Context: an optimization exercise on an open-source flow, tuned for small area, a short achievable clock period and few clock cycles per item. The choices shown serve that exercise and are no tape-out recipe.
Where RTL was checked, it was by simulation tests only, not by an equivalence proof against the original.
Function not checked in runs 4 and 5: the RTL went through the layout flow alone.

==> flow/design.v (outline; a module is shown in full before it is edited, if it fits) <==
// module fmul_pipe: 245 lines
// module fmul_mul24: 1077 lines
// module fmul_add48: 321 lines
module fmul_pipe (
    input  logic        clk,
    input  logic        rst,
    input  logic        in_valid,
    output logic        in_ready,
    input  logic [31:0] in_a,
    input  logic [31:0] in_b,
    input  logic [1:0]  in_rm,
    input  logic [3:0]  in_tag,
    output logic        out_valid,
    input  logic        out_ready,
    output logic [31:0] out_res,
    output logic [4:0]  out_flags,
    output logic [3:0]  out_tag
);
  // ...
==> flow/run.sh <==
#!/bin/bash
# synth_recipe.tcl (not shown) runs the flow's synth.tcl, then flattens the netlist and writes it again
# the make line also repeats each setting of config.mk as NAME=value (left out here)
make -C /OpenROAD-flow-scripts/flow DESIGN_CONFIG=/design/flow/config.mk WORK_HOME=/design/flow/orfs CLKGATE_MAP_FILE= SYNTH_SCRIPT=/design/flow/synth_recipe.tcl finish
==> flow/config.mk <==
export PLATFORM = sky130hd
export DESIGN_NAME = fmul_pipe
export DESIGN_NICKNAME = fmul_pipe
export VERILOG_FILES = /design/flow/design.v
export SDC_FILE = /design/flow/constraint.sdc
export NUM_CORES = 4
export LEC_CHECK = 0
export ABC_AREA = 1
export CAP_MARGIN = 20
export CORE_MARGIN = 2
export CORE_UTILIZATION = 65
export SLEW_MARGIN = 20
==> flow/constraint.sdc <==
create_clock -name core_clock -period 36.0 [get_ports {clk}]
set_input_delay 7.2000 -clock core_clock [delete_from_list [all_inputs] [get_ports {clk}]]
set_output_delay 7.2000 -clock core_clock [all_outputs]
set_load 0.01 [all_outputs]
==> out/results.ini, run 1 <==
[run_status]
status=no timing/DRC/antenna violations

[layout]
multi_input_area_um2=18100
drive_gt1_frac=0.0517
final_util=0.713
nNonClkBuffers=177
largest_cell_class=multi-input gates

[synthesis]
synthTopCellsByArea=fa_1 20%, edfxtp_1 19%, xor2_1 11%
yosys.area.top_type=fa_1
synth_area_um2=27000
ys_ff_latch=213

[sta]
post-route-min-period_ns=8.77
max_freq_ghz=0.114
rsz0062_at_grt=no
setup_violations=0

[critical_path]
cp-end-kind=output pin
cp_num_buf_inv=1
crit_start=rdy_q
crit_chain=clkdlybuf4s50_1
worst-setup-path-type=register to output pin
worst-r2r-setup-slack_ns=27.38

[grt]
top_usage_layer=met2

[routing]
routed.top_layer=met5
wirelength_um=83900
drc=0
vias=23993

[placed_design]
gp_congestion=0.964

[clocking]
htree_levels=1

[floorplan]
coreArea_um2=40900

Testbench counts, summed over its fixed seeds: cycles 32,024, items 32,000.
==> module fmul_pipe, before the edit <==
module fmul_pipe (
    input  logic        clk,
    input  logic        rst,
    input  logic        in_valid,
    output logic        in_ready,
    input  logic [31:0] in_a,
    input  logic [31:0] in_b,
    input  logic [1:0]  in_rm,
    input  logic [3:0]  in_tag,
    output logic        out_valid,
    input  logic        out_ready,
    output logic [31:0] out_res,
    output logic [4:0]  out_flags,
    output logic [3:0]  out_tag
);
    logic v0_q, v1_q, ov_q, sv_q, rdy_q;
    logic en, out_free;
    assign en       = ~sv_q;
    assign out_free = ~ov_q | out_ready;
    assign in_ready = rdy_q;
    logic [31:0] a0_q, b0_q;
    logic [1:0]  rm0_q;
    logic [3:0]  tag0_q;
    always_ff @(posedge clk) begin
        if (en) begin
            a0_q   <= in_a;
            b0_q   <= in_b;
            rm0_q  <= in_rm;
            tag0_q <= in_tag;
        end
    end
    function automatic logic [4:0] lzc24(input logic [23:0] v);
        logic [31:0] w;
        logic [15:0] v1;
        logic [15:0] c1;
        logic [7:0]  v2;
        logic [15:0] c2;
        logic [3:0]  v3;
        logic [11:0] c3;
        logic [1:0]  v4;
        logic [7:0]  c4;
        w = {v, 8'hFF};
        for (int i = 0; i < 16; i++) begin
            v1[i] = w[2*i+1] | w[2*i];
            c1[i] = ~w[2*i+1];
        end
        for (int i = 0; i < 8; i++) begin
            v2[i] = v1[2*i+1] | v1[2*i];
            c2[2*i +: 2] = v1[2*i+1] ? {1'b0, c1[2*i+1]} : {1'b1, c1[2*i]};
        end
        for (int i = 0; i < 4; i++) begin
            v3[i] = v2[2*i+1] | v2[2*i];
            c3[3*i +: 3] = v2[2*i+1] ? {1'b0, c2[2*(2*i+1) +: 2]} : {1'b1, c2[2*(2*i) +: 2]};
        end
        for (int i = 0; i < 2; i++) begin
            v4[i] = v3[2*i+1] | v3[2*i];
            c4[4*i +: 4] = v3[2*i+1] ? {1'b0, c3[3*(2*i+1) +: 3]} : {1'b1, c3[3*(2*i) +: 3]};
        end
        lzc24 = v4[1] ? {1'b0, c4[7:4]} : {1'b1, c4[3:0]};
    endfunction
    function automatic logic [4:0] tzc24(input logic [23:0] v);
        logic [23:0] r;
        for (int i = 0; i < 24; i++)
            r[i] = v[23-i];
        tzc24 = lzc24(r);
    endfunction
    logic        sa, sb;
    logic [7:0]  ea, eb;
    logic [22:0] fa, fb;
    logic        a_sub, b_sub, a_fz, b_fz, a_emax, b_emax;
    logic [1:0]  kind_d;
    logic [23:0] ma, mb;
    logic [47:0] pr0, pr1, prod;
    logic [4:0]  lzx;
    logic [5:0]  tzp;
    logic signed [9:0] ex, sft, thr, tt, ebase_d;
    logic [5:0]  t;
    logic        stx_d;
    logic [49:0] w32;
    logic [40:0] w16;
    logic [32:0] w8_d;
    always_comb begin
        {sa, ea, fa} = a0_q;
        {sb, eb, fb} = b0_q;
        a_sub  = (ea == 8'd0);
        b_sub  = (eb == 8'd0);
        a_fz   = (fa == 23'd0);
        b_fz   = (fb == 23'd0);
        a_emax = (ea == 8'hFF);
        b_emax = (eb == 8'hFF);
        if ((a_emax && !a_fz) || (b_emax && !b_fz) ||
            (a_emax && b_sub && b_fz) || (b_emax && a_sub && a_fz))
            kind_d = 2'd3;
        else if (a_emax || b_emax)
            kind_d = 2'd2;
        else if ((a_sub && a_fz) || (b_sub && b_fz))
            kind_d = 2'd1;
        else
            kind_d = 2'd0;
        ma = {~a_sub, fa};
        mb = {~b_sub, fb};
        lzx = a_sub ? lzc24(ma) : (b_sub ? lzc24(mb) : 5'd0);
        tzp = {1'b0, tzc24(ma)} + {1'b0, tzc24(mb)};
        ex  = $signed({2'b00, a_sub ? 8'd1 : ea}) + $signed({2'b00, b_sub ? 8'd1 : eb}) - 10'sd127;
        if (ex < 10'sd0)
            sft = ex;
        else if (ex < $signed({5'd0, lzx}))
            sft = ex;
        else
            sft = $signed({5'd0, lzx});
        ebase_d = ex - $signed({5'd0, lzx});
        thr   = 10'sd22 - sft;
        stx_d = $signed({4'd0, tzp}) < thr;
        tt = 10'sd24 - sft;
        t  = (tt > 10'sd63) ? 6'd63 : tt[5:0];
        w32  = t[5] ? {32'd0, prod[47:30]} : {prod, 2'b00};
        w16  = t[4] ? {7'd0, w32[49:16]} : w32[40:0];
        w8_d = t[3] ? w16[40:8] : w16[32:0];
    end
    fmul_mul24 u_mul (.a(ma), .b(mb), .r0(pr0), .r1(pr1));
    fmul_add48 u_add (.a(pr0), .b(pr1), .y(prod));
    logic [32:0] w8_q;
    logic [2:0]  t1_q;
    logic        stx1_q;
    logic signed [9:0] eb1_q;
    logic        s1_q;
    logic [1:0]  kind1_q, rm1_q;
    logic [3:0]  tag1_q;
    always_ff @(posedge clk) begin
        if (en) begin
            w8_q    <= w8_d;
            t1_q    <= t[2:0];
            stx1_q  <= stx_d;
            eb1_q   <= ebase_d;
            s1_q    <= sa ^ sb;
            kind1_q <= kind_d;
            rm1_q   <= rm0_q;
            tag1_q  <= tag0_q;
        end
    end
    logic [28:0] w4;
    logic [26:0] w2;
    logic [25:0] w;
    logic        nrm, tiny, g, st, inc, inexact, ovf, to_inf, cy;
    logic [23:0] mant;
    logic [24:0] mant_r;
    logic [9:0]  e_pre, e_pre1;
    logic [7:0]  e_out;
    logic [31:0] res_d;
    logic [4:0]  flags_d;
    always_comb begin
        w4 = t1_q[2] ? w8_q[32:4] : w8_q[28:0];
        w2 = t1_q[1] ? w4[28:2] : w4[26:0];
        w  = t1_q[0] ? w2[26:1] : w2[25:0];
        nrm  = (eb1_q > 10'sd0) && !w[25];
        tiny = (eb1_q < 10'sd0) || (eb1_q == 10'sd0 && !w[25]);
        if (nrm) begin
            mant = w[24:1];
            g    = w[0];
            st   = stx1_q;
        end else begin
            mant = w[25:2];
            g    = w[1];
            st   = w[0] | stx1_q;
        end
        case (rm1_q)
            2'd0:    inc = g & (st | mant[0]);
            2'd1:    inc = 1'b0;
            2'd2:    inc = ~s1_q & (g | st);
            default: inc = s1_q & (g | st);
        endcase
        mant_r  = {1'b0, mant} + 25'(inc);
        inexact = g | st;
        cy      = mant_r[24];
        e_pre  = eb1_q + {9'd0, w[25]};
        e_pre1 = e_pre + 10'd1;
        if (tiny)
            e_out = {7'd0, mant_r[23]};
        else
            e_out = cy ? e_pre1[7:0] : e_pre[7:0];
        ovf    = !tiny && (((e_pre >= 10'd255) || (cy && e_pre == 10'd254)));
        to_inf = (rm1_q == 2'd0) || (rm1_q == 2'd2 && !s1_q) || (rm1_q == 2'd3 && s1_q);
        case (kind1_q)
            2'd3: begin
                res_d   = 32'h7FC00000;
                flags_d = 5'b00100;
            end
            2'd2: begin
                res_d   = {s1_q, 8'hFF, 23'd0};
                flags_d = 5'b00000;
            end
            2'd1: begin
                res_d   = {s1_q, 31'd0};
                flags_d = 5'b00001;
            end
            default: begin
                if (ovf) begin
                    res_d   = to_inf ? {s1_q, 8'hFF, 23'd0} : {s1_q, 8'hFE, 23'h7FFFFF};
                    flags_d = 5'b10010;
                end else begin
                    res_d   = {s1_q, e_out, mant_r[22:0]};
                    flags_d = {1'b0, tiny & inexact, 1'b0, inexact, e_out == 8'd0};
                end
            end
        endcase
    end
    logic [40:0] o_q, k_q;
    always_ff @(posedge clk) begin
        if (en)
            k_q <= {res_d, flags_d, tag1_q};
        if (out_free)
            o_q <= sv_q ? k_q : {res_d, flags_d, tag1_q};
    end
    always_ff @(posedge clk or posedge rst) begin
        if (rst)
            rdy_q <= 1'b1;
        else
            rdy_q <= out_free | ~(sv_q | v1_q);
    end
    always_ff @(posedge clk or posedge rst) begin
        if (rst) begin
            v0_q <= 1'b0;
            v1_q <= 1'b0;
            ov_q <= 1'b0;
            sv_q <= 1'b0;
        end else begin
            if (en) begin
                v0_q <= in_valid;
                v1_q <= v0_q;
            end
            if (sv_q) begin
                if (out_free) begin
                    ov_q <= 1'b1;
                    sv_q <= 1'b0;
                end
            end else if (out_free) begin
                ov_q <= v1_q;
            end else begin
                sv_q <= v1_q;
            end
        end
    end
    assign out_valid = ov_q;
    assign {out_res, out_flags, out_tag} = o_q;
endmodule
==> run 2: changes to the inputs <==
--- a/flow/design.v
+++ b/flow/design.v
@@ -211,12 +211,8 @@
         if (out_free)
             o_q <= sv_q ? k_q : {res_d, flags_d, tag1_q};
     end
-    always_ff @(posedge clk or posedge rst) begin
-        if (rst)
-            rdy_q <= 1'b1;
-        else
-            rdy_q <= out_free | ~(sv_q | v1_q);
-    end
+    always_ff @(posedge clk)
+        rdy_q <= out_free | ~(sv_q | v1_q);
     always_ff @(posedge clk or posedge rst) begin
         if (rst) begin
             v0_q <= 1'b0;
==> flow/flow/run.sh (new file) <==
#!/bin/bash
# Own layout flow: the standard ORFS flow (standard.sh, unchanged synthesis), with
#  - after synthesis, flow/polarity.py moves inverters off full-adder inputs where that
#    removes inverters (a full adder is self-dual); registers are not touched;
#  - the ports buffered by a plain buffer instead of ORFS's default pick, a delay buffer;
#  - clock tree synthesis without dummy loads;
set -euo pipefail
cd "$(dirname "$0")/.."
MARGIN=$(cat flow/margin.txt)
export BUFFER_PORTS_ARGS="-buffer_cell sky130_fd_sc_hd__buf_2"
export SETUP_SLACK_MARGIN=$MARGIN
# Clock tree: ORFS's default arguments, without dummy loads.
export CTS_ARGS="-sink_clustering_enable -repair_clock_nets -dont_use_dummy_load"
RES="$PWD/orfs/results/sky130hd/fmul_pipe/base"
bash standard.sh "$RES/1_2_yosys.v" > flow_synth.log 2>&1
cp "$RES/1_2_yosys.v" 1_2_yosys.orig.v
python3 flow/polarity.py 1_2_yosys.orig.v "$RES/1_2_yosys.v" > flow_polarity.log 2>&1
bash standard.sh SETUP_SLACK_MARGIN=$MARGIN finish > flow_make.log 2>&1
==> flow/flow/margin.txt (new file) <==
27.8
==> flow/flow/polarity.py (new file) <==
#!/usr/bin/env python3
"""Remove inverters around full adders in a mapped sky130 netlist.

A full adder is self-dual: FA(~a, ~b, ~c) = (~SUM, ~COUT). Flipping an adder's polarity
takes the inverters off its inputs and puts them on its outputs (where they may cancel
against inverters already there). Greedily flip adders while that lowers the number of
inverters. The function of the netlist is unchanged; registers are untouched.

usage: polarity.py IN.v OUT.v
"""
import re, sys
from collections import defaultdict

INV = 'sky130_fd_sc_hd__inv_1'
inst_re = re.compile(r'^\s*(sky130_fd_sc_hd__\w+)\s+(\S+)\s*\((.*?)\);\s*$', re.S | re.M)
pin_re = re.compile(r'\.(\w+)\(\s*((?:\\\S+\s)|[^()]*?)\s*\)')

def norm(n):
    n = n.strip()
    return n

def main(src, dst):
    text = open(src).read()
    m = re.search(r'^module\s+(\S+)', text, re.M)
    end = text.rindex('endmodule')
    insts = []   # dicts: type, name, pins (ordered list of [pin, net]), alive
    spans = []
    for mm in inst_re.finditer(text):
        typ, name, body = mm.group(1), mm.group(2), mm.group(3)
        pins = [[p, norm(n)] for p, n in pin_re.findall(body)]
        insts.append({'type': typ, 'name': name, 'pins': pins, 'alive': True})
        spans.append((mm.start(), mm.end()))
    OUTP = {'X', 'Y', 'Q', 'Q_N', 'SUM', 'COUT', 'HI', 'LO'}
    loads = defaultdict(list)   # net -> list of (inst idx, pin idx)
    driver = {}
    def index():
        loads.clear(); driver.clear()
        for i, c in enumerate(insts):
            if not c['alive']:
                continue
            for k, (p, n) in enumerate(c['pins']):
                if p in OUTP:
                    driver[n] = (i, k)
                else:
                    loads[n].append((i, k))
    index()
    ports = set(re.findall(r'^\s*output\s+(?:\[[^\]]*\]\s*)?(\S+?);', text, re.M))
    def is_port(n):
        base = n.split('[')[0].lstrip('\\').strip()
        return base in ports or n in ports
    newwires = []
    cnt = [0]
    def newnet():
        cnt[0] += 1
        n = f'_pol{cnt[0]}_'
        newwires.append(n)
        return n
    def inv_out_of(net):
        """an inverter whose input is net, if any: (idx, outnet)"""
        for (i, k) in loads.get(net, []):
            c = insts[i]
            if c['alive'] and c['type'] == INV and c['pins'][k][0] == 'A':
                return i, pin_of(c, 'Y')
        return None
    def pin_of(c, p):
        for q, n in c['pins']:
            if q == p:
                return n
        return None
    def set_pin(i, p, net):
        for e in insts[i]['pins']:
            if e[0] == p:
                e[1] = net
    def inv_driver(net):
        d = driver.get(net)
        if d and insts[d[0]]['type'] == INV:
            return d[0], pin_of(insts[d[0]], 'A')
        return None
    def add_inv(a, y):
        insts.append({'type': INV, 'name': f'_polinv{len(insts)}_', 'pins': [['A', a], ['Y', y]], 'alive': True})
    def gain(i):
        c = insts[i]
        g = 0
        for p in ('A', 'B', 'CIN'):
            n = pin_of(c, p)
            if n is None or "'" in n:
                return -99
            d = inv_driver(n)
            if d:
                if len(loads[n]) == 1 and not is_port(n):
                    g += 1
            else:
                if inv_out_of(n) is None:
                    g -= 1
        for p in ('SUM', 'COUT'):
            n = pin_of(c, p)
            ls = loads.get(n, [])
            invs = [(j, k) for (j, k) in ls if insts[j]['type'] == INV]
            if any(is_port(pin_of(insts[j], 'Y')) for (j, k) in invs):
                return -99
            others = len(ls) - len(invs)
            g += len(invs)
            if others or is_port(n):
                g -= 1
        return g
    def flip(i):
        c = insts[i]
        for p in ('A', 'B', 'CIN'):
            n = pin_of(c, p)
            d = inv_driver(n)
            if d:
                set_pin(i, p, d[1])
                if len(loads[n]) == 1 and not is_port(n):
                    insts[d[0]]['alive'] = False
            else:
                r = inv_out_of(n)
                if r:
                    set_pin(i, p, r[1])
                else:
                    y = newnet(); add_inv(n, y); set_pin(i, p, y)
        for p in ('SUM', 'COUT'):
            n = pin_of(c, p)
            ls = list(loads.get(n, []))
            z = newnet()
            set_pin(i, p, z)      # z carries the complement of n
            invs = [(j, k) for (j, k) in ls if insts[j]['type'] == INV]
            others = len(ls) - len(invs)
            for (j, k) in invs:
                w = pin_of(insts[j], 'Y')
                insts[j]['alive'] = False
                # loads of w take z directly
                for (a, b) in list(loads.get(w, [])):
                    insts[a]['pins'][b][1] = z
            if others or is_port(n):
                add_inv(z, n)
        index()
    before = sum(1 for c in insts if c['alive'] and c['type'] == INV)
    fas = [i for i, c in enumerate(insts) if c['type'].startswith('sky130_fd_sc_hd__fa_')]
    changed = True
    rounds = 0
    while changed and rounds < 50:
        changed = False
        rounds += 1
        for i in fas:
            if gain(i) > 0:
                flip(i)
                changed = True
    after = sum(1 for c in insts if c['alive'] and c['type'] == INV)
    # write out
    out = []
    pos = 0
    for (s, e), c in zip(spans, insts):
        out.append(text[pos:s])
        pos = e
        if c['alive']:
            out.append(fmt(c))
    rest = text[pos:end]
    out.append(rest)
    for c in insts[len(spans):]:
        if c['alive']:
            out.append(fmt(c))
    out.append(text[end:])
    res = ''.join(out)
    decl = ''.join(f'  wire {w};\n' for w in newwires)
    # declare new wires right after the module header
    hdr_end = res.index(');', res.index('module')) + 2
    res = res[:hdr_end] + '\n' + decl + res[hdr_end:]
    open(dst, 'w').write(res)
    sys.stderr.write(f'polarity: inverters {before} -> {after}\n')

def fmt(c):
    body = ',\n'.join(f'    .{p}({n}{" " if n.startswith(chr(92)) and not n.endswith(" ") else ""})' for p, n in c['pins'])
    return f"  {c['type']} {c['name']} (\n{body}\n  );"

if __name__ == '__main__':
    main(sys.argv[1], sys.argv[2])
==> flow/standard.sh (new file) <==
#!/bin/bash
# synth_recipe.tcl (not shown) runs the flow's synth.tcl, then flattens the netlist and writes it again
# the make line also repeats each setting of config.mk as NAME=value (left out here)
make -C /OpenROAD-flow-scripts/flow DESIGN_CONFIG=/design/flow/config.mk WORK_HOME=/design/flow/orfs CLKGATE_MAP_FILE= SYNTH_SCRIPT=/design/flow/synth_recipe.tcl "${@:-finish}"
--- a/flow/config.mk
+++ b/flow/config.mk
@@ -8,5 +8,5 @@
 export ABC_AREA = 1
 export CAP_MARGIN = 20
 export CORE_MARGIN = 2
-export CORE_UTILIZATION = 65
+export CORE_UTILIZATION = 60
 export SLEW_MARGIN = 20
removed: flow/run.sh
==> run 2 against run 1 <==
Count of clock-buffer cells in the layout fell by 9. Final area shrank 4.6%. Cell count shrank 4.2%. Sequential share of layout area increased by 0.98 points. Register-to-register slack gained 0.84 ns. Synthesized cell count is 6.2% lower. Maximum frequency is 5.9% higher. Wire length is 1.6% higher. Highest routed layer unchanged. Core utilization fell by 6.7 points.
==> out/results.ini, run 2 <==
[run_status]
status=no timing/DRC/antenna violations  ; unchanged

[floorplan]
io_pins=117  ; unchanged
num_rows=76  ; was 74
coreArea_um2=43100  ; was 40900 um2
start_util=0.607  ; was 0.659
die_y_um=213  ; was 208 um
dieArea_um2=45300  ; was 43200 um2
die_x_um=213  ; was 208 um

[layout]
syn_to_final_growth_pct=6.42  ; was 8.16%
layout_commonest_cell=nand2_1  ; unchanged
ff_latch_area_um2=5960  ; about the same
multi_input_area_um2=18000  ; was 18100 um2
final_cell_area_um2=27800  ; was 29200 um2
final_util=0.646  ; was 0.713
top_regs=k_q x41, o_q x41, w8_q x33  ; unchanged
nFillCells=3743  ; was 3256
fin_cells=3716  ; was 3879
final_nets=3604  ; was 3801
final_cell_mix=525 x nand2_1, 342 x inv_1, 328 x xor2_1  ; was 573 x nand2_1, 514 x inv_1, 328 x xor2_1
drive_gt1_frac=0.0898  ; was 0.0517

[clocking]
numCtsBuffers=23  ; was 24
clk_latency_ns=0.54  ; was 0.57 ns
cts_root_buffer=clkbuf_16  ; unchanged
cts_num_sinks=213  ; unchanged
htree_levels=1  ; unchanged
cts_max_path_buffers=3  ; unchanged
cts_tree=done  ; unchanged
clkTransAtPathRegs_ns=0.06  ; about the same

[sta]
slew_headroom=0.230  ; was 0.244
max_freq_ghz=0.121  ; was 0.114 GHz
post-route-min-period_ns=8.29  ; was 8.77 ns
fin_ws_ns=27.71  ; was 27.23 ns
skew_ns=0.0554  ; was 0.0386 ns
setup_violations=0  ; unchanged
tns_ns=0  ; unchanged
holdWs_ns=0.413  ; was 0.424 ns
fin_crit_sh=0.230  ; was 0.244
hold_viol_final=0  ; unchanged
drv_slew=0  ; unchanged
rsz0062_at_grt=yes  ; was no
tightest_slew_ns=1.15  ; was 1.13 ns

[placed_design]
post-place-ws_ns=27.30  ; was 27.41 ns
place_area_um2=27100  ; was 28400 um2
numPortBuffers=116  ; unchanged
dp.cells=3683  ; was 3835
dpl.hpwl_um=60800  ; was 61900 um
gp_congestion=0.971  ; was 0.964

[routing]
drtIter0Drc=2551  ; was 2614
wirelength_um=85200  ; was 83900 um
drt-pass1-iter-count=6  ; was 8
drc=0  ; unchanged
vias=23018  ; was 23993
ant_nets=0  ; unchanged
via_per_inst=6.19  ; about the same
wire_per_inst_um=22.9  ; was 21.6 um

[worst_hold_path]
hold_path_class=register to register  ; unchanged

[critical_path]
critPathLaunchType=register  ; unchanged
critical_path.max_stage_delay_ns=0.39  ; was 0.52 ns
cp-end-kind=output pin  ; unchanged
worst-setup-path-type=register to output pin  ; unchanged
worstPathArrival_ns=1.09  ; was 1.57 ns
crit_slowest_cell=edfxtp_1  ; was clkdlybuf4s50_1
cp_num_buf_inv=1  ; unchanged
crit_family=flip-flops  ; was buffers and inverters
required_ns=28.80  ; about the same
crit_chain=buf_2  ; was clkdlybuf4s50_1
critPathMaxFanout=1  ; unchanged

[synthesis]
synth_area_um2=26200  ; was 27000 um2
syn_nets=3594  ; was 3799
syn_inst=3122  ; was 3327
yosysWarnings=1  ; unchanged
syn_avg_cell_area_um2=8.38  ; was 8.11 um2

[grt]
antenna_found_initial=2  ; was 5
globalRouteOverflowTotal=0  ; unchanged
grt_max_degree=77  ; was 70
grt_pass1_vias=22776  ; was 24618
grt_pass1_wl_um=129000  ; was 132000 um
grt_use_total=0.377  ; was 0.386

[run]
drv_cap=0  ; unchanged

run 2: cell type report:
class                      count  area share
multi-input combinational   2329       0.646
clock buffer                  23      0.0207
antenna                        1   0.0000899
sequential                   213       0.214
inverter                     379      0.0520
timing repair inverter         4    0.000809
tap                          585      0.0263
timing repair buffer         182      0.0404
run 2: layer usage:
| metal | vias up | track usage | wire length [um] |
|---|---|---|---|
| met5 | - | 0 | 12 |
| met1 | 10848 | 0.484 | 32400 |
| met2 | 1454 | 0.597 | 38100 |
| li1 | 10341 | - | - |
| met4 | 2 | 0.173 | 4830 |
| met3 | 373 | 0.100 | 9850 |
run 2: worst paths after layout:
| check | from | to | slack, ns | cells after the start |
|---|---|---|---|---|
| setup / recovery | o_q[5] | out_flags[1] | 27.71 | 1 |
| hold / removal | tag1_q[1] | k_q[1] | 0.41 | 2 |
| setup reg to reg | b0_q[26] | w8_q[32] | 28.22 | 33 |
| hold reg to reg | tag1_q[1] | k_q[1] | 0.41 | 2 |
| max in group asynchronous | rst | v0_q | 29.31 | 2 |
| min in group asynchronous | rst | ov_q | 6.53 | 2 |
run 2: repair_timing:
| action | in CTS | in global routing |
|---|---|---|
| setup endpoints to repair | 60 | 118 |
| cloned | 0 | 4 |
| hold buffers | 0 | 0 |
| buffers inserted | 0 | 5 |
| gates resized for setup | 1 | 22 |
run 2: worst reg2reg max path: cells and delay by family (launching register included):
family / cells / cell delay (ns)
AO/OA/AOI/OAI: 6 / 0.87
XOR/XNOR: 1 / 0.21
adder cells (fa/ha/maj): 7 / 3.39
buffers and inverters: 5 / 1.17
flip-flops: 1 / 0.39
AND/OR/NAND/NOR: 14 / 1.56
Testbench counts of run 2, summed over its fixed seeds: cycles 32,024, items 32,000.
==> run 3: changes to the inputs <==
--- a/flow/flow/run.sh
+++ b/flow/flow/run.sh
@@ -9,8 +9,8 @@
 MARGIN=$(cat flow/margin.txt)
 export BUFFER_PORTS_ARGS="-buffer_cell sky130_fd_sc_hd__buf_2"
 export SETUP_SLACK_MARGIN=$MARGIN
-# Clock tree: ORFS's default arguments, without dummy loads.
-export CTS_ARGS="-sink_clustering_enable -repair_clock_nets -dont_use_dummy_load"
+# Clock tree: larger sink clusters than the default, without dummy loads.
+export CTS_ARGS="-sink_clustering_enable -sink_clustering_size 25 -sink_clustering_max_diameter 150 -repair_clock_nets -dont_use_dummy_load"
 RES="$PWD/orfs/results/sky130hd/fmul_pipe/base"
 bash standard.sh "$RES/1_2_yosys.v" > flow_synth.log 2>&1
 cp "$RES/1_2_yosys.v" 1_2_yosys.orig.v
==> flow/flow/polarity.py (replaced) <==
#!/usr/bin/env python3
"""Remove inverters around full adders in a mapped sky130 netlist.

A full adder is self-dual: FA(~a, ~b, ~c) = (~SUM, ~COUT). Each adder may be flipped:
its inputs then take the complements and its outputs carry the complements. Inverters
are contracted into parities on the connections; a search over the flips lowers the
number of signals that need an inverter, and the netlist is rebuilt with one inverter
per such signal. Registers and all other cells are untouched; the function is unchanged.

usage: polarity.py IN.v OUT.v
"""
import re, sys, random
from collections import defaultdict

INVT = re.compile(r'sky130_fd_sc_hd__(clk)?inv(lp)?_\d+$')
INV = 'sky130_fd_sc_hd__inv_1'
FAT = re.compile(r'sky130_fd_sc_hd__fa_\d+$')
inst_re = re.compile(r'^\s*(sky130_fd_sc_hd__\w+)\s+(\S+)\s*\((.*?)\);\s*$', re.S | re.M)
pin_re = re.compile(r'\.(\w+)\(\s*((?:\\\S+\s)|[^()]*?)\s*\)')
OUTP = {'X', 'Y', 'Q', 'Q_N', 'SUM', 'COUT', 'HI', 'LO'}

def main(src, dst):
    text = open(src).read()
    end = text.rindex('endmodule')
    insts, spans = [], []
    for mm in inst_re.finditer(text):
        pins = [[p, n.strip()] for p, n in pin_re.findall(mm.group(3))]
        insts.append({'type': mm.group(1), 'name': mm.group(2), 'pins': pins})
        spans.append((mm.start(), mm.end()))
    outs = set(re.findall(r'^\s*output\s+(?:\[[^\]]*\]\s*)?(\S+?);', text, re.M))
    def is_port(n):
        return n.split('[')[0].lstrip('\\').strip() in outs
    driver = {}
    for i, c in enumerate(insts):
        for k, (p, n) in enumerate(c['pins']):
            if p in OUTP:
                driver[n] = i
    isinv = [bool(INVT.match(c['type'])) for c in insts]
    isfa = [bool(FAT.match(c['type'])) for c in insts]
    def pin(c, p):
        return next(n for q, n in c['pins'] if q == p)
    # resolve a net through inverter chains: (root net, parity)
    def resolve(n):
        par = 0
        seen = 0
        while n in driver and isinv[driver[n]] and seen < 50:
            n = pin(insts[driver[n]], 'A'); par ^= 1; seen += 1
        return n, par
    # which inverters can go: those whose output feeds only contractible loads (not ports)
    # Every non-inverter input pin is a load on its resolved root with a parity.
    loads = defaultdict(list)   # root -> list of [inst, pinidx, parity]
    keep_inv = set()
    for i, c in enumerate(insts):
        if isinv[i]:
            y = pin(c, 'Y')
            if is_port(y):
                keep_inv.add(i)
            continue
        for k, (p, n) in enumerate(c['pins']):
            if p in OUTP or "'" in n:
                continue
            r, par = resolve(n)
            loads[r].append([i, k, par])
    # inverters kept (driving ports) keep their input as a load too
    for i in keep_inv:
        c = insts[i]
        r, par = resolve(pin(c, 'A'))
        loads[r].append([i, 0, par])
    fas = [i for i in range(len(insts)) if isfa[i] and all("'" not in n for _, n in insts[i]['pins'])]
    fidx = {i: j for j, i in enumerate(fas)}
    flip = [0] * len(fas)
    # signals touching each FA
    touch = defaultdict(set)
    for r, ls in loads.items():
        d = driver.get(r)
        if d is not None and d in fidx:
            touch[d].add(r)
        for (i, k, par) in ls:
            if i in fidx:
                touch[i].add(r)
    def f_of(i):
        j = fidx.get(i)
        return flip[j] if j is not None else 0
    def cost_sig(r):
        d = driver.get(r)
        fd = f_of(d) if d is not None else 0
        need = 0
        for (i, k, par) in loads[r]:
            if par ^ f_of(i) ^ fd:
                need = 1
                break
        return need
    total = sum(cost_sig(r) for r in loads)
    start = total
    best, bestflip = total, list(flip)
    rng = random.Random(1)
    T = 1.0
    steps = 200 * len(fas)
    for s in range(steps):
        j = rng.randrange(len(fas)); i = fas[j]
        sig = touch[i]
        before = sum(cost_sig(r) for r in sig)
        flip[j] ^= 1
        after = sum(cost_sig(r) for r in sig)
        d = after - before
        if d <= 0 or rng.random() < pow(2.718, -d / T):
            total += d
            if total < best:
                best, bestflip = total, list(flip)
        else:
            flip[j] ^= 1
        T = max(0.05, 1.0 * (1 - s / steps))
    flip[:] = bestflip
    # rebuild: every non-kept inverter goes; one inverter per signal that needs one
    invnet = {}
    newinst = []
    cnt = [0]
    def inv_of(r):
        if r not in invnet:
            cnt[0] += 1
            y = f'_pol{cnt[0]}_'
            invnet[r] = y
            newinst.append({'type': INV, 'name': f'_polinv{cnt[0]}_', 'pins': [['A', r], ['Y', y]]})
        return invnet[r]
    alive = [not isinv[i] or i in keep_inv for i in range(len(insts))]
    for r, ls in loads.items():
        d = driver.get(r)
        fd = f_of(d) if d is not None else 0
        for (i, k, par) in ls:
            need = par ^ f_of(i) ^ fd
            insts[i]['pins'][k][1] = inv_of(r) if need else r
    # flipped adders: nothing else to change (their pins now read the right parity,
    # and their outputs are read with the parity folded in above)
    out = []
    pos = 0
    for (s_, e), c, a in zip(spans, insts, alive):
        out.append(text[pos:s_]); pos = e
        if a:
            out.append(fmt(c))
    out.append(text[pos:end])
    for c in newinst:
        out.append('\n' + fmt(c))
    out.append('\n' + text[end:])
    res = ''.join(out)
    hdr_end = res.index(');', res.index('module')) + 2
    decl = ''.join(f'  wire {c["pins"][1][1]};\n' for c in newinst)
    res = res[:hdr_end] + '\n' + decl + res[hdr_end:]
    open(dst, 'w').write(res)
    ninv0 = sum(isinv)
    ninv1 = sum(1 for i in range(len(insts)) if isinv[i] and alive[i]) + len(newinst)
    sys.stderr.write(f'polarity: signals needing an inverter {start} -> {best}; inverters {ninv0} -> {ninv1}\n')

def fmt(c):
    body = ',\n'.join(f'    .{p}({n}{" " if n.startswith(chr(92)) and not n.endswith(" ") else ""})' for p, n in c['pins'])
    return f"  {c['type']} {c['name']} (\n{body}\n  );"

if __name__ == '__main__':
    main(sys.argv[1], sys.argv[2])
==> run 3 against run 2 <==
Still clean on timing, DRC and antenna. Worst setup slack got worse by 0.0032 ns. Synthesized area fell by 0.34%. Clock skew fell by 0.015 ns. Critical path type unchanged. Largest cell class unchanged.
==> out/results.ini, run 3 <==
[sta]
slew_headroom=0.228  ; was 0.230
post-route-min-period_ns=8.29  ; about the same
tns_ns=0  ; unchanged
fin_crit_sh=0.230  ; about the same
skew_ns=0.0402  ; was 0.0554 ns
drv_slew=0  ; unchanged
max_freq_ghz=0.121  ; about the same
rsz0062_at_grt=yes  ; unchanged
setup_violations=0  ; unchanged
hold_viol_final=0  ; unchanged
tightest_slew_ns=1.16  ; was 1.15 ns

[placed_design]
dpl.hpwl_um=61600  ; was 60800 um
dp.cells=3657  ; was 3683
numPortBuffers=116  ; unchanged
gp_congestion=0.966  ; was 0.971

[critical_path]
critical_path.max_stage_delay_ns=0.43  ; was 0.39 ns
critPathMaxFanout=1  ; unchanged
cp_num_buf_inv=1  ; unchanged
cp-end-kind=output pin  ; unchanged
worstPathArrival_ns=1.09  ; about the same
crit_chain=buf_2  ; unchanged
critPathLaunchType=register  ; unchanged
required_ns=28.80  ; about the same
crit_slowest_cell=edfxtp_1  ; unchanged
crit_family=flip-flops  ; unchanged
worst-setup-path-type=register to output pin  ; unchanged

[grt]
grt_pass1_vias=22746  ; was 22776
grt_max_degree=77  ; unchanged
antenna_found_initial=1  ; was 2
globalRouteOverflowTotal=0  ; unchanged
grt_pass1_wl_um=131000  ; was 129000 um
grt_use_total=0.381  ; was 0.377

[layout]
final_nets=3578  ; was 3604
layout_commonest_cell=nand2_1  ; unchanged
syn_to_final_growth_pct=5.78  ; was 6.42%
fin_cells=3692  ; was 3716
final_cell_mix=523 x nand2_1, 344 x inv_1, 328 x xor2_1  ; was 525 x nand2_1, 342 x inv_1, 328 x xor2_1
drive_gt1_frac=0.0892  ; was 0.0898
top_regs=k_q x41, o_q x41, w8_q x33  ; unchanged

[run]
drv_cap=0  ; unchanged

[synthesis]
syn_avg_cell_area_um2=8.41  ; was 8.38 um2
syn_nets=3570  ; was 3594
syn_inst=3098  ; was 3122
synth_area_um2=26100  ; was 26200 um2
yosysWarnings=1  ; unchanged

[floorplan]
io_pins=117  ; unchanged
num_rows=76  ; unchanged
die_y_um=212  ; was 213 um
start_util=0.606  ; was 0.607
coreArea_um2=43000  ; was 43100 um2
dieArea_um2=45100  ; was 45300 um2
die_x_um=212  ; was 213 um

[routing]
wire_per_inst_um=23.2  ; was 22.9 um
drtIter0Drc=2386  ; was 2551
drc=0  ; unchanged
via_per_inst=6.26  ; was 6.19
vias=23116  ; was 23018
ant_nets=0  ; unchanged
drt-pass1-iter-count=6  ; unchanged
wirelength_um=85500  ; was 85200 um

[clocking]
cts_max_path_buffers=3  ; unchanged
cts_tree=done  ; unchanged
htree_levels=1  ; unchanged
clk_latency_ns=0.52  ; was 0.54 ns
numCtsBuffers=12  ; was 23
cts_num_sinks=213  ; unchanged
cts_root_buffer=clkbuf_16  ; unchanged
clkTransAtPathRegs_ns=0.09  ; was 0.06 ns
hold_buffers=0  ; unchanged

[worst_hold_path]
hold_path_class=register to register  ; unchanged

[run_status]
status=no timing/DRC/antenna violations  ; unchanged

run 3: per-layer routing:
layer | global-route usage | vias up | share of wire | wire length (um)
li1 | - | 10299 | - | -
met1 | 0.484 | 10911 | 0.38 | 32400
met2 | 0.603 | 1485 | 0.44 | 37900
met3 | 0.106 | 421 | 0.12 | 9850
met4 | 0.186 | 0 | 0.063 | 5360
met5 | 0 | - | 0 | 0
run 3: cell type report:
type | count | area [um2]
clock buffers | 12 | 300
repair buffers | 190 | 1170
diodes | 3 | 7.51
multi-input cells | 2329 | 18000
well taps | 585 | 732
fillers | 3733 | 15400
flip-flops and latches | 213 | 5960
inverters | 355 | 1380
repair inverters | 5 | 32.5
run 3: final timing paths:
path / slack, ns / from / end / cells past startpoint
max in group asynchronous: 29.28 / rst / v1_q / 2
min in group asynchronous: 6.56 / rst / sv_q / 2
setup reg to reg: 28.16 / b0_q[3] / w8_q[32] / 33
hold reg to reg: 0.43 / tag0_q[2] / tag1_q[2] / 0
setup / recovery: 27.71 / o_q[26] / out_res[17] / 1
hold / removal: 0.43 / tag0_q[2] / tag1_q[2] / 0
run 3: what timing repair did:
action / CTS / global route
pin swaps: 0 / 0
endpoints found under the setup margin: 52 / 96
resized for setup: 3 / 29
setup buffers: 2 / 12
cloned: 2 / 3
run 3: metrics by stage:
stage | setup WS (ns) | instance area, um2 | utilization | hold WS (ns)
detailed placement | 27.31 | 27000 | 0.628 | 0.409
global route | 27.69 | 27600 | 0.641 | 0.442
floorplan | 27.73 | 26100 | - | 0.400
finish | 27.71 | 27600 | 0.641 | 0.431
global placement | 27.31 | 27000 | 0.628 | 0.403
CTS | 27.70 | 27300 | 0.636 | 0.433
==> run 4: changes to the inputs <==
--- a/flow/design.v
+++ b/flow/design.v
@@ -64,6 +64,38 @@
             r[i] = v[23-i];
         tzc24 = lzc24(r);
     endfunction
+    function automatic logic [9:0] radd10(input logic [9:0] a, input logic [9:0] b,
+                                          input logic ci);
+        logic [9:0] s;
+        logic c;
+        c = ci;
+        for (int i = 0; i < 10; i++) begin
+            s[i] = a[i] ^ b[i] ^ c;
+            c    = (a[i] & b[i]) | (c & (a[i] ^ b[i]));
+        end
+        radd10 = s;
+    endfunction
+    function automatic logic [9:0] rinc10(input logic [9:0] a, input logic ci);
+        logic [9:0] s;
+        logic c;
+        c = ci;
+        for (int i = 0; i < 10; i++) begin
+            s[i] = a[i] ^ c;
+            c    = a[i] & c;
+        end
+        rinc10 = s;
+    endfunction
+    function automatic logic [24:0] rinc24(input logic [23:0] a, input logic ci);
+        logic [24:0] s;
+        logic c;
+        c = ci;
+        for (int i = 0; i < 24; i++) begin
+            s[i] = a[i] ^ c;
+            c    = a[i] & c;
+        end
+        s[24] = c;
+        rinc24 = s;
+    endfunction
     logic        sa, sb;
     logic [7:0]  ea, eb;
     logic [22:0] fa, fb;
@@ -72,7 +104,7 @@
     logic [23:0] ma, mb;
     logic [47:0] pr0, pr1, prod;
     logic [4:0]  lzx;
-    logic [5:0]  tzp;
+    logic [9:0]  tzp;
     logic signed [9:0] ex, sft, thr, tt, ebase_d;
     logic [5:0]  t;
     logic        stx_d;
@@ -100,19 +132,15 @@
         ma = {~a_sub, fa};
         mb = {~b_sub, fb};
         lzx = a_sub ? lzc24(ma) : (b_sub ? lzc24(mb) : 5'd0);
-        tzp = {1'b0, tzc24(ma)} + {1'b0, tzc24(mb)};
-        ex  = $signed({2'b00, a_sub ? 8'd1 : ea}) + $signed({2'b00, b_sub ? 8'd1 : eb}) - 10'sd127;
-        if (ex < 10'sd0)
-            sft = ex;
-        else if (ex < $signed({5'd0, lzx}))
-            sft = ex;
-        else
-            sft = $signed({5'd0, lzx});
-        ebase_d = ex - $signed({5'd0, lzx});
-        thr   = 10'sd22 - sft;
-        stx_d = $signed({4'd0, tzp}) < thr;
-        tt = 10'sd24 - sft;
-        t  = (tt > 10'sd63) ? 6'd63 : tt[5:0];
+        tzp = radd10({5'd0, tzc24(ma)}, {5'd0, tzc24(mb)}, 1'b0);
+        ex  = radd10(radd10({2'b00, a_sub ? 8'd1 : ea}, {2'b00, b_sub ? 8'd1 : eb}, 1'b0),
+                     10'b1110000000, 1'b1);
+        ebase_d = radd10(ex, ~{5'd0, lzx}, 1'b1);
+        sft = ebase_d[9] ? ex : {5'd0, lzx};
+        thr   = radd10(radd10(tzp, sft, 1'b0), 10'h3EA, 1'b0);
+        stx_d = thr[9];
+        tt = radd10(10'd24, ~sft, 1'b1);
+        t  = (|tt[9:6]) ? 6'd63 : tt[5:0];
         w32  = t[5] ? {32'd0, prod[47:30]} : {prod, 2'b00};
         w16  = t[4] ? {7'd0, w32[49:16]} : w32[40:0];
         w8_d = t[3] ? w16[40:8] : w16[32:0];
@@ -152,8 +180,8 @@
         w4 = t1_q[2] ? w8_q[32:4] : w8_q[28:0];
         w2 = t1_q[1] ? w4[28:2] : w4[26:0];
         w  = t1_q[0] ? w2[26:1] : w2[25:0];
-        nrm  = (eb1_q > 10'sd0) && !w[25];
-        tiny = (eb1_q < 10'sd0) || (eb1_q == 10'sd0 && !w[25]);
+        nrm  = !eb1_q[9] && (|eb1_q) && !w[25];
+        tiny = eb1_q[9] || (!(|eb1_q) && !w[25]);
         if (nrm) begin
             mant = w[24:1];
             g    = w[0];
@@ -169,16 +197,16 @@
             2'd2:    inc = ~s1_q & (g | st);
             default: inc = s1_q & (g | st);
         endcase
-        mant_r  = {1'b0, mant} + 25'(inc);
+        mant_r  = rinc24(mant, inc);
         inexact = g | st;
         cy      = mant_r[24];
-        e_pre  = eb1_q + {9'd0, w[25]};
-        e_pre1 = e_pre + 10'd1;
+        e_pre  = rinc10(eb1_q, w[25]);
+        e_pre1 = rinc10(e_pre, 1'b1);
         if (tiny)
             e_out = {7'd0, mant_r[23]};
         else
             e_out = cy ? e_pre1[7:0] : e_pre[7:0];
-        ovf    = !tiny && (((e_pre >= 10'd255) || (cy && e_pre == 10'd254)));
+        ovf    = !tiny && (e_pre[8] || (&e_pre[7:0]) || (cy && e_pre[7:0] == 8'hFE));
         to_inf = (rm1_q == 2'd0) || (rm1_q == 2'd2 && !s1_q) || (rm1_q == 2'd3 && s1_q);
         case (kind1_q)
             2'd3: begin
--- a/flow/flow/run.sh
+++ b/flow/flow/run.sh
@@ -9,8 +9,8 @@
 MARGIN=$(cat flow/margin.txt)
 export BUFFER_PORTS_ARGS="-buffer_cell sky130_fd_sc_hd__buf_2"
 export SETUP_SLACK_MARGIN=$MARGIN
-# Clock tree: larger sink clusters than the default, without dummy loads.
-export CTS_ARGS="-sink_clustering_enable -sink_clustering_size 25 -sink_clustering_max_diameter 150 -repair_clock_nets -dont_use_dummy_load"
+# Clock tree: ORFS's default arguments, without dummy loads.
+export CTS_ARGS="-sink_clustering_enable -repair_clock_nets -dont_use_dummy_load"
 RES="$PWD/orfs/results/sky130hd/fmul_pipe/base"
 bash standard.sh "$RES/1_2_yosys.v" > flow_synth.log 2>&1
 cp "$RES/1_2_yosys.v" 1_2_yosys.orig.v
==> run 4 against run 3 <==
Wire length decreased by 1.3%. Clock skew decreased by 0.0014 ns. Register-to-register slack got worse by 0.19 ns. Worst setup slack got worse by 0.021 ns. Global-route usage decreased by 0.059 points. Still clean. Synthesized cell count decreased by 7.8%. Core utilization increased by 3.3 points.
==> out/results.ini, run 4 <==
[floorplan]
io_pins=117  ; unchanged
dieArea_um2=44000  ; was 45100 um2
start_util=0.607  ; was 0.606
coreArea_um2=41900  ; was 43000 um2
die_x_um=210  ; was 212 um
die_y_um=210  ; was 212 um
num_rows=75  ; was 76

[critical_path]
critPathLaunchType=register  ; unchanged
path_depth=1  ; unchanged
worst-r2r-setup-slack_ns=27.97  ; was 28.16 ns
cp-end-kind=output pin  ; unchanged
rr_startpoint=a0_q[30]  ; was b0_q[3]
worstPathArrival_ns=1.11  ; was 1.09 ns
required_ns=28.80  ; about the same
crit_chain=buf_6  ; was buf_2
critPathMaxFanout=1  ; unchanged
crit_family=flip-flops  ; unchanged
r2r_cells=39  ; was 33
worst-setup-path-type=register to output pin  ; unchanged
cp_num_buf_inv=1  ; unchanged
critical_path.max_stage_delay_ns=0.42  ; was 0.43 ns
crit_slowest_cell=edfxtp_1  ; unchanged
reg2reg_to=w8_q[7]  ; was w8_q[32]

[grt]
grt_pass1_vias=21958  ; was 22746
antenna_found_initial=3  ; was 1
top_usage_layer=met2  ; unchanged
globalRouteOverflowTotal=0  ; unchanged
grtUsageMet3=0.0946  ; was 0.106
grt_max_degree=78  ; was 77
grt_pass1_wl_um=128000  ; was 131000 um
grt_use_total=0.381  ; about the same
gr-usage-met1=0.501  ; was 0.484
use_met2=0.599  ; was 0.603

[layout]
final_cell_mix=421 x nand2_1, 314 x inv_1, 295 x xor2_1  ; was 523 x nand2_1, 344 x inv_1, 328 x xor2_1
drive_gt1_frac=0.152  ; was 0.0892
final_nets=3487  ; was 3578
fin_cells=3508  ; was 3692
syn_to_final_growth_pct=11.1  ; was 5.78%
layout_commonest_cell=nand2_1  ; unchanged
top_regs=k_q x41, o_q x41, w8_q x33  ; unchanged

[worst_hold_path]
hold_path_class=register to register  ; unchanged
hp-start=tag0_q[1]  ; was tag0_q[2]
worstHoldPathCells=0  ; unchanged
whs_endpoint=tag1_q[1]  ; was tag1_q[2]

[synthesis]
synth_area_um2=25400  ; was 26100 um2
yosysWarnings=1  ; unchanged
syn_nets=3373  ; was 3570
syn_avg_cell_area_um2=8.90  ; was 8.41 um2
syn_inst=2855  ; was 3098

[clocking]
cts_max_path_buffers=3  ; unchanged
clkTransAtPathRegs_ns=0.06  ; was 0.09 ns
cts_tree=done  ; unchanged
hold_buffers=0  ; unchanged
htree_levels=1  ; unchanged
cts_num_sinks=213  ; unchanged
numCtsBuffers=23  ; was 12
clk_latency_ns=0.54  ; was 0.52 ns
cts_root_buffer=clkbuf_16  ; unchanged

[placed_design]
gp_congestion=0.980  ; was 0.966
dpl.hpwl_um=58500  ; was 61600 um
numPortBuffers=116  ; unchanged
dp.cells=3383  ; was 3657

[routing]
drc=0  ; unchanged
wire_per_inst_um=24.1  ; was 23.2 um
ant_nets=0  ; unchanged
drt-pass1-iter-count=7  ; was 6
drtIter0Drc=2710  ; was 2386
vias=22039  ; was 23116
via_per_inst=6.28  ; was 6.26
wirelength_um=84400  ; was 85500 um

[sta]
rsz0062_at_grt=yes  ; unchanged
setup_violations=0  ; unchanged
drv_slew=0  ; unchanged
tightest_slew_ns=1.01  ; was 1.16 ns
skew_ns=0.0388  ; was 0.0402 ns
post-route-min-period_ns=8.31  ; was 8.29 ns
tns_ns=0  ; unchanged
fin_crit_sh=0.231  ; was 0.230
slew_headroom=0.323  ; was 0.228
max_freq_ghz=0.120  ; was 0.121 GHz
hold_viol_final=0  ; unchanged

[run_status]
status=no timing/DRC/antenna violations  ; unchanged

[run]
drv_cap=0  ; unchanged

==> run 4: what timing repair did <==
item	in CTS	in global routing
gates resized for setup	64	74
endpoints found under the setup margin	153	168
pin swaps	24	33
cloned	14	3
buffers inserted	39	44
==> run 4: final cells by class <==
type                            count  area [um2]
Inverter                          341        1360
Timing Repair inverter              8        52.6
Antenna cell                        2        5.00
Sequential cell                   213        5960
Multi-Input combinational cell   2120       17700
Clock buffer                       23         576
Tap cell                          539         674
Fill cell                        3420       13600
Timing Repair Buffer              262        1910
==> run 4: worst max path at each step <==
stage | from | to | slack, ns
floorplan | out_ready | o_q[0] | 27.73
global placement | b0_q[28] | w8_q[8] | 26.95
detailed placement | b0_q[25] | w8_q[8] | 26.66
CTS | o_q[28] | out_res[19] | 27.68
global route | o_q[26] | out_res[17] | 27.65
finish | o_q[28] | out_res[19] | 27.69
==> run 4: metal layers <==
| layer | share of wire | up-vias | wire length [um] |
|---|---|---|---|
| li1 | - | 9722 | - |
| met1 | 0.38 | 10593 | 32200 |
| met2 | 0.45 | 1417 | 38100 |
| met3 | 0.12 | 305 | 9790 |
| met4 | 0.051 | 2 | 4280 |
| met5 | 0.00015 | - | 13 |
==> run 4: per-stage QoR <==
stage | util | hold WS (ns) | setup WS (ns) | cell area [um2]
after floorplan | - | 0.400 | 27.73 | 25500
after global placement | 0.628 | 0.402 | 26.95 | 26300
after detailed placement | 0.628 | 0.406 | 26.66 | 26300
after CTS | 0.658 | 0.419 | 27.68 | 27500
after global routing | 0.675 | 0.425 | 27.65 | 28200
final | 0.675 | 0.414 | 27.69 | 28200
==> run 5: changes to the inputs <==
--- a/flow/flow/run.sh
+++ b/flow/flow/run.sh
@@ -9,8 +9,8 @@
 MARGIN=$(cat flow/margin.txt)
 export BUFFER_PORTS_ARGS="-buffer_cell sky130_fd_sc_hd__buf_2"
 export SETUP_SLACK_MARGIN=$MARGIN
-# Clock tree: ORFS's default arguments, without dummy loads.
-export CTS_ARGS="-sink_clustering_enable -repair_clock_nets -dont_use_dummy_load"
+# Clock tree: larger sink clusters than the default, without dummy loads.
+export CTS_ARGS="-sink_clustering_enable -sink_clustering_size 25 -sink_clustering_max_diameter 150 -repair_clock_nets -dont_use_dummy_load"
 RES="$PWD/orfs/results/sky130hd/fmul_pipe/base"
 bash standard.sh "$RES/1_2_yosys.v" > flow_synth.log 2>&1
 cp "$RES/1_2_yosys.v" 1_2_yosys.orig.v
--- a/flow/config.mk
+++ b/flow/config.mk
@@ -8,5 +8,5 @@
 export ABC_AREA = 1
 export CAP_MARGIN = 20
 export CORE_MARGIN = 2
-export CORE_UTILIZATION = 60
+export CORE_UTILIZATION = 70
 export SLEW_MARGIN = 20
==> run 5 against run 4 <==
Register-to-register slack worse by 0.29 ns. Count of clock-buffer cells in the layout is 11 lower. First-iteration DRC count is 16% higher. Hold slack better by 0.015 ns. Global-route usage is 4.7 points higher. Maximum frequency hardly changed. Worst setup slack worse by 0.0069 ns. Critical endpoint is now w8_q[0].
==> out/results.ini, run 5 <==
[routing]
ant_nets=0  ; unchanged
wire_per_inst_um=24.5  ; was 24.1 um
drc=0  ; unchanged
wirelength_um=83900  ; was 84400 um
via_per_inst=6.66  ; was 6.28
drtIter0Drc=3135  ; was 2710
vias=22790  ; was 22039
drt-pass1-iter-count=9  ; was 7

[grt]
antenna_found_initial=2  ; was 3
grt_max_degree=84  ; was 78
globalRouteOverflowTotal=0  ; unchanged
grt_use_total=0.428  ; was 0.381
grt_pass1_vias=23269  ; was 21958
grt_pass1_wl_um=126000  ; was 128000 um

[sta]
max_freq_ghz=0.120  ; about the same
tightest_slew_ns=1.23  ; was 1.01 ns
hold_viol_final=0  ; unchanged
setup_violations=0  ; unchanged
skew_ns=0.0520  ; was 0.0388 ns
drv_slew=0  ; unchanged
rsz0062_at_grt=yes  ; unchanged
tns_ns=0  ; unchanged
post-route-min-period_ns=8.32  ; was 8.31 ns
slew_headroom=0.179  ; was 0.323
fin_crit_sh=0.231  ; about the same

[clocking]
cts_tree=done  ; unchanged
numCtsBuffers=12  ; was 23
htree_levels=1  ; unchanged
cts_root_buffer=clkbuf_16  ; unchanged
cts_max_path_buffers=3  ; unchanged
cts_num_sinks=213  ; unchanged
clkTransAtPathRegs_ns=0.09  ; was 0.06 ns
hold_buffers=0  ; unchanged
clk_latency_ns=0.50  ; was 0.54 ns

[layout]
final_cell_mix=422 x nand2_1, 318 x inv_1, 297 x xor2_1  ; was 421 x nand2_1, 314 x inv_1, 295 x xor2_1
nFillCells=2379  ; was 3420
drive_gt1_frac=0.154  ; was 0.152
insertedDiodeCount=0  ; was 2
syn_to_final_growth_pct=10.3  ; was 11.1%
top_regs=k_q x41, o_q x41, w8_q x33  ; unchanged
final_cell_area_um2=28000  ; was 28200 um2
final_util=0.786  ; was 0.675
final_nets=3480  ; was 3487
layout_commonest_cell=nand2_1  ; unchanged
fin_cells=3421  ; was 3508

[synthesis]
synth_area_um2=25400  ; unchanged
yosysWarnings=1  ; unchanged
syn_nets=3373  ; unchanged
syn_inst=2855  ; unchanged
syn_avg_cell_area_um2=8.90  ; unchanged

[worst_hold_path]
worstHoldPathCells=0  ; unchanged
hp-start=tag0_q[0]  ; was tag0_q[1]
whs_endpoint=tag1_q[0]  ; was tag1_q[1]
hold_path_class=register to register  ; unchanged

[floorplan]
dieArea_um2=37900  ; was 44000 um2
num_rows=69  ; was 75
die_y_um=195  ; was 210 um
start_util=0.713  ; was 0.607
coreArea_um2=35700  ; was 41900 um2
die_x_um=195  ; was 210 um
io_pins=117  ; unchanged

[run]
drv_cap=0  ; unchanged

[placed_design]
place_area_um2=26200  ; was 26300 um2
dpl.hpwl_um=56500  ; was 58500 um
dp.cells=3303  ; was 3383
numPortBuffers=116  ; unchanged
gp_congestion=1.02  ; was 0.980

[critical_path]
crit_top_cell=ha_4
critPathMaxFanout=5  ; was 1
worst-r2r-setup-slack_ns=27.68  ; was 27.97 ns
worstPathArrival_ns=8.56  ; was 1.11 ns
rr_startpoint=b0_q[30]  ; was a0_q[30]
critical_path.max_stage_delay_ns=0.60  ; was 0.42 ns
worst-setup-path-type=register to register  ; was register to output pin
reg2reg_to=w8_q[0]  ; was w8_q[7]
critPathLaunchType=register  ; unchanged
required_ns=36.25  ; was 28.80 ns
cp-end-kind=register  ; was output pin
r2r_cells=41  ; was 39
crit_slowest_cell=fa_1  ; was edfxtp_1

[run_status]
status=no timing/DRC/antenna violations  ; unchanged

## run 5: cell type report
class | instances | area, um2 | share of cell area
repair inverters | 10 | 65.1 | 0.00232
well taps | 461 | 577 | 0.0206
multi-input cells | 2119 | 17800 | 0.635
repair buffers | 265 | 1970 | 0.0704
inverters | 341 | 1350 | 0.0481
flip-flops and latches | 213 | 5960 | 0.213
clock buffers | 12 | 300 | 0.0107
## run 5: through the flow
step | hold WS [ns] | setup WS, ns
floorplan | 0.400 | 27.73
global placement | 0.401 | 26.94
detailed placement | 0.407 | 26.69
CTS | 0.429 | 27.73
global route | 0.444 | 27.54
finish | 0.429 | 27.68
## run 5: worst max-delay path by stage
stage,startpoint,end,slack (ns),depth (start not counted)
6_report,b0_q[30],w8_q[0],27.68,41
3_5_place_dp,a0_q[27],w8_q[16],26.69,40
3_3_place_gp,b0_q[28],w8_q[8],26.94,40
2_1_floorplan,out_ready,o_q[0],27.73,2
5_1_grt,b0_q[30],w8_q[21],27.54,40
4_1_cts,o_q[26],out_res[17],27.73,1
## run 5: metal layers
| layer | wire length, um | GRT usage | vias up |
|---|---|---|---|
| met1 | 29200 | 0.539 | 10736 |
| met5 | 17 | 0 | - |
| met2 | 37200 | 0.666 | 1860 |
| met4 | 5160 | 0.223 | 2 |
| li1 | - | - | 9704 |
| met3 | 12400 | 0.136 | 488 |
## run 5: worst max-delay path, delay by kind of cell (launching register included)
family | cells | cell delay [ns]
compound gates | 2 | 0.26
xor+xnor | 1 | 0.14
fa+ha+maj | 19 | 5.15
buf+inv | 10 | 0.91
flops | 1 | 0.38
simple gates | 9 | 1.22
## run 5: what timing repair did
| item | 4_1_cts | 5_1_grt |
|---|---|---|
| buffers inserted | 42 | 43 |
| pin swaps | 14 | 46 |
| cloned | 9 | 8 |
| gates resized for setup | 39 | 122 |
| setup endpoints to repair | 177 | 147 |
==> run 6: changes to the inputs <==
--- a/flow/design.v
+++ b/flow/design.v
@@ -85,6 +85,23 @@
         end
         rinc10 = s;
     endfunction
+    function automatic logic [24:0] binc24(input logic [23:0] a, input logic ci);
+        logic [24:0] s;
+        logic [6:0]  bc;
+        logic c;
+        bc[0] = ci;
+        for (int k = 0; k < 6; k++)
+            bc[k+1] = bc[k] & (&a[4*k +: 4]);
+        for (int k = 0; k < 6; k++) begin
+            c = bc[k];
+            for (int i = 4 * k; i < 4 * k + 4; i++) begin
+                s[i] = a[i] ^ c;
+                c    = a[i] & c;
+            end
+        end
+        s[24] = bc[6];
+        binc24 = s;
+    endfunction
     function automatic logic [24:0] rinc24(input logic [23:0] a, input logic ci);
         logic [24:0] s;
         logic c;
@@ -105,7 +122,7 @@
     logic [47:0] pr0, pr1, prod;
     logic [4:0]  lzx;
     logic [9:0]  tzp;
-    logic signed [9:0] ex, sft, thr, tt, ebase_d;
+    logic [9:0]  exs, thr, tt, ebase_d;
     logic [5:0]  t;
     logic        stx_d;
     logic [49:0] w32;
@@ -133,14 +150,19 @@
         mb = {~b_sub, fb};
         lzx = a_sub ? lzc24(ma) : (b_sub ? lzc24(mb) : 5'd0);
         tzp = radd10({5'd0, tzc24(ma)}, {5'd0, tzc24(mb)}, 1'b0);
-        ex  = radd10(radd10({2'b00, a_sub ? 8'd1 : ea}, {2'b00, b_sub ? 8'd1 : eb}, 1'b0),
-                     10'b1110000000, 1'b1);
-        ebase_d = radd10(ex, ~{5'd0, lzx}, 1'b1);
-        sft = ebase_d[9] ? ex : {5'd0, lzx};
-        thr   = radd10(radd10(tzp, sft, 1'b0), 10'h3EA, 1'b0);
+        exs = radd10({2'b00, a_sub ? 8'd1 : ea}, {2'b00, b_sub ? 8'd1 : eb}, 1'b0);
+        ebase_d = radd10(exs, {5'b11111, ~lzx}, 1'b0);
+        ebase_d = radd10(ebase_d, 10'h382, 1'b0);
+        if (ebase_d[9]) begin
+            tt    = radd10(10'd151, ~exs, 1'b1);
+            t     = (|tt[9:6]) ? 6'd63 : tt[5:0];
+            thr   = radd10(radd10(tzp, exs, 1'b0), 10'h36B, 1'b0);
+        end else begin
+            tt    = radd10(10'd24, {5'b11111, ~lzx}, 1'b1);
+            t     = tt[5:0];
+            thr   = radd10(radd10(tzp, {5'd0, lzx}, 1'b0), 10'h3EA, 1'b0);
+        end
         stx_d = thr[9];
-        tt = radd10(10'd24, ~sft, 1'b1);
-        t  = (|tt[9:6]) ? 6'd63 : tt[5:0];
         w32  = t[5] ? {32'd0, prod[47:30]} : {prod, 2'b00};
         w16  = t[4] ? {7'd0, w32[49:16]} : w32[40:0];
         w8_d = t[3] ? w16[40:8] : w16[32:0];
@@ -197,7 +219,7 @@
             2'd2:    inc = ~s1_q & (g | st);
             default: inc = s1_q & (g | st);
         endcase
-        mant_r  = rinc24(mant, inc);
+        mant_r  = binc24(mant, inc);
         inexact = g | st;
         cy      = mant_r[24];
         e_pre  = rinc10(eb1_q, w[25]);
--- a/flow/config.mk
+++ b/flow/config.mk
@@ -8,5 +8,5 @@
 export ABC_AREA = 1
 export CAP_MARGIN = 20
 export CORE_MARGIN = 2
-export CORE_UTILIZATION = 70
+export CORE_UTILIZATION = 60
 export SLEW_MARGIN = 20
==> run 6 against run 5 <==
Still clean. Critical path depth is 40 lower. Clock skew shrank 0.020 ns. Synthesized cell count is 0.25% higher. Maximum frequency rose by 0.45%. Cell count increased by 0.44%. Wire length is 1.1% lower. Synthesized area down 0.45%. Global-route usage fell by 5.6 points. Critical endpoint is now out_res[17].
==> out/results.ini, run 6 <==
[run_status]
status=no timing/DRC/antenna violations  ; unchanged

[routing]
via_per_inst=6.37  ; was 6.66
wire_per_inst_um=24.2  ; was 24.5 um
vias=21902  ; was 22790
drtIter0Drc=2618  ; was 3135
drt-pass1-iter-count=6  ; was 9

[layout]
top_regs=k_q x41, o_q x41, w8_q x33  ; unchanged
syn_to_final_growth_pct=7.00  ; was 10.3%
layout_commonest_cell=nand2_1  ; unchanged
final_nets=3414  ; was 3480
drive_gt1_frac=0.0991  ; was 0.154
final_util=0.648  ; was 0.786
fin_cells=3436  ; was 3421
final_cell_mix=432 x nand2_1, 322 x inv_1, 302 x xor2_1  ; was 422 x nand2_1, 318 x inv_1, 297 x xor2_1

[critical_path]
critPathMaxFanout=1  ; was 5
crit_start=o_q[26]  ; was b0_q[30]
critPathLaunchType=register  ; unchanged
worst-r2r-setup-slack_ns=28.11  ; was 27.68 ns
critical_path.max_stage_delay_ns=0.42  ; was 0.60 ns
cp-end-kind=output pin  ; was register
worst-setup-path-type=register to output pin  ; was register to register

[placed_design]
dpl.hpwl_um=58800  ; was 56500 um
gp_congestion=0.938  ; was 1.02
post-place-ws_ns=26.70  ; was 26.69 ns
dp.cells=3378  ; was 3303

[sta]
drv_slew=0  ; unchanged
fin_crit_sh=0.230  ; was 0.231
hold_viol_final=0  ; unchanged
skew_ns=0.0319  ; was 0.0520 ns

[grt]
grt_pass1_vias=21432  ; was 23269
grt_max_degree=87  ; was 84
globalRouteOverflowTotal=0  ; unchanged
grt_use_total=0.372  ; was 0.428

[floorplan]
die_x_um=209  ; was 195 um
start_util=0.606  ; was 0.713
dieArea_um2=43800  ; was 37900 um2
io_pins=117  ; unchanged
num_rows=75  ; was 69

[synthesis]
synth_area_um2=25300  ; was 25400 um2
yosysWarnings=1  ; unchanged
syn_inst=2862  ; was 2855

[worst_hold_path]
hold_path_class=register to register  ; unchanged
hp-start=tag0_q[2]  ; was tag0_q[0]

[clocking]
clk_latency_ns=0.50  ; about the same

[run]
drv_cap=0  ; unchanged

run 6: path summary, 6_finish.rpt:
path | to | cells past startpoint
max reg2reg | w8_q[1] | 32
max | out_res[17] | 1
min | tag1_q[2] | 0
max in group asynchronous | ov_q | 2
min reg2reg | tag1_q[2] | 0
min in group asynchronous | v0_q | 2
run 6: routing by layer:
layer | global-route usage | wire [um] | up-vias
met2 | 0.600 | 38100 | 1365
met5 | 0 | 0 | -
li1 | - | - | 9636
met3 | 0.0645 | 7910 | 427
met4 | 0.228 | 6310 | 0
met1 | 0.470 | 30700 | 10474
run 6: what timing repair did:
action | in CTS | in global routing
gates cloned | 1 | 9
buffers inserted | 10 | 23
gates resized for setup | 10 | 50
setup endpoints to repair | 70 | 118
hold buffers | 0 | 0
pin swaps | 0 | 5
run 6: area by class of cell:
class,count,area (um2)
repair buffers,207,1350
repair inverters,9,67.6
fillers,3504,14700
clock buffers,12,300
flip-flops and latches,213,5960
inverters,340,1340
well taps,539,674
multi-input cells,2116,17400
run 6: worst reg2reg max path, delay by kind of cell, from the launching register on:
kind / cells / cell delay, ns
buffers and inverters: 5 / 0.77
and+or+nand+nor: 9 / 0.91
AOI/OAI and AO/OA: 8 / 1.61
adders and majority gates: 7 / 3.21
DFF: 1 / 0.52
xor gates and xnor gates: 3 / 0.60
run 6: through the flow:
| step | instance area (um2) | hold slack, ns |
|---|---|---|
| after CTS | 26600 | 0.427 |
| after detailed placement | 26200 | 0.405 |
| after global placement | 26200 | 0.405 |
| after floorplan | 25300 | 0.400 |
| after global routing | 27100 | 0.438 |
| final | 27100 | 0.427 |
Testbench counts of run 6, summed over its fixed seeds: cycles 32,024, items 32,000.

[re-timing with driven ports]
No port has a modelled driver above. Below, the same layouts with a new extraction and two added sets of constraints.
Step 1, drivers: a clkbuf_16 drives clk and a buf_2 each remaining input, both assumed.
Step 2 times the ports against the registers' clock, not the clock port: input delays grow and output delays shrink by t, the midpoint of the rising clock arrivals with the driver on.
Slacks: ideal / step 1 / step 2; pairs: ideal / step 1.
run	t, ns	setup slack, ns	slew at the worst register clock pin (ns)	worst data-port slew with drivers (ns)
run 1	0.607	27.230 / 27.170 / 27.381	0.06 / 0.06	0.06
run 2	0.578	27.714 / 27.655 / 27.617	0.06 / 0.06	0.07
run 3	0.557	27.711 / 27.652 / 27.520	0.12 / 0.12	0.07
run 4	0.585	27.690 / 27.629 / 27.594	0.06 / 0.06	0.08
run 5	0.523	27.683 / 27.679 / 27.589	0.12 / 0.12	0.08
run 6	0.543	27.721 / 27.662 / 27.596	0.11 / 0.11	0.06
After both steps setup and hold are still met in every run listed. The setup slack of run 3, which loses most, moves by -0.059 ns with the drivers and by -0.191 ns with both steps.
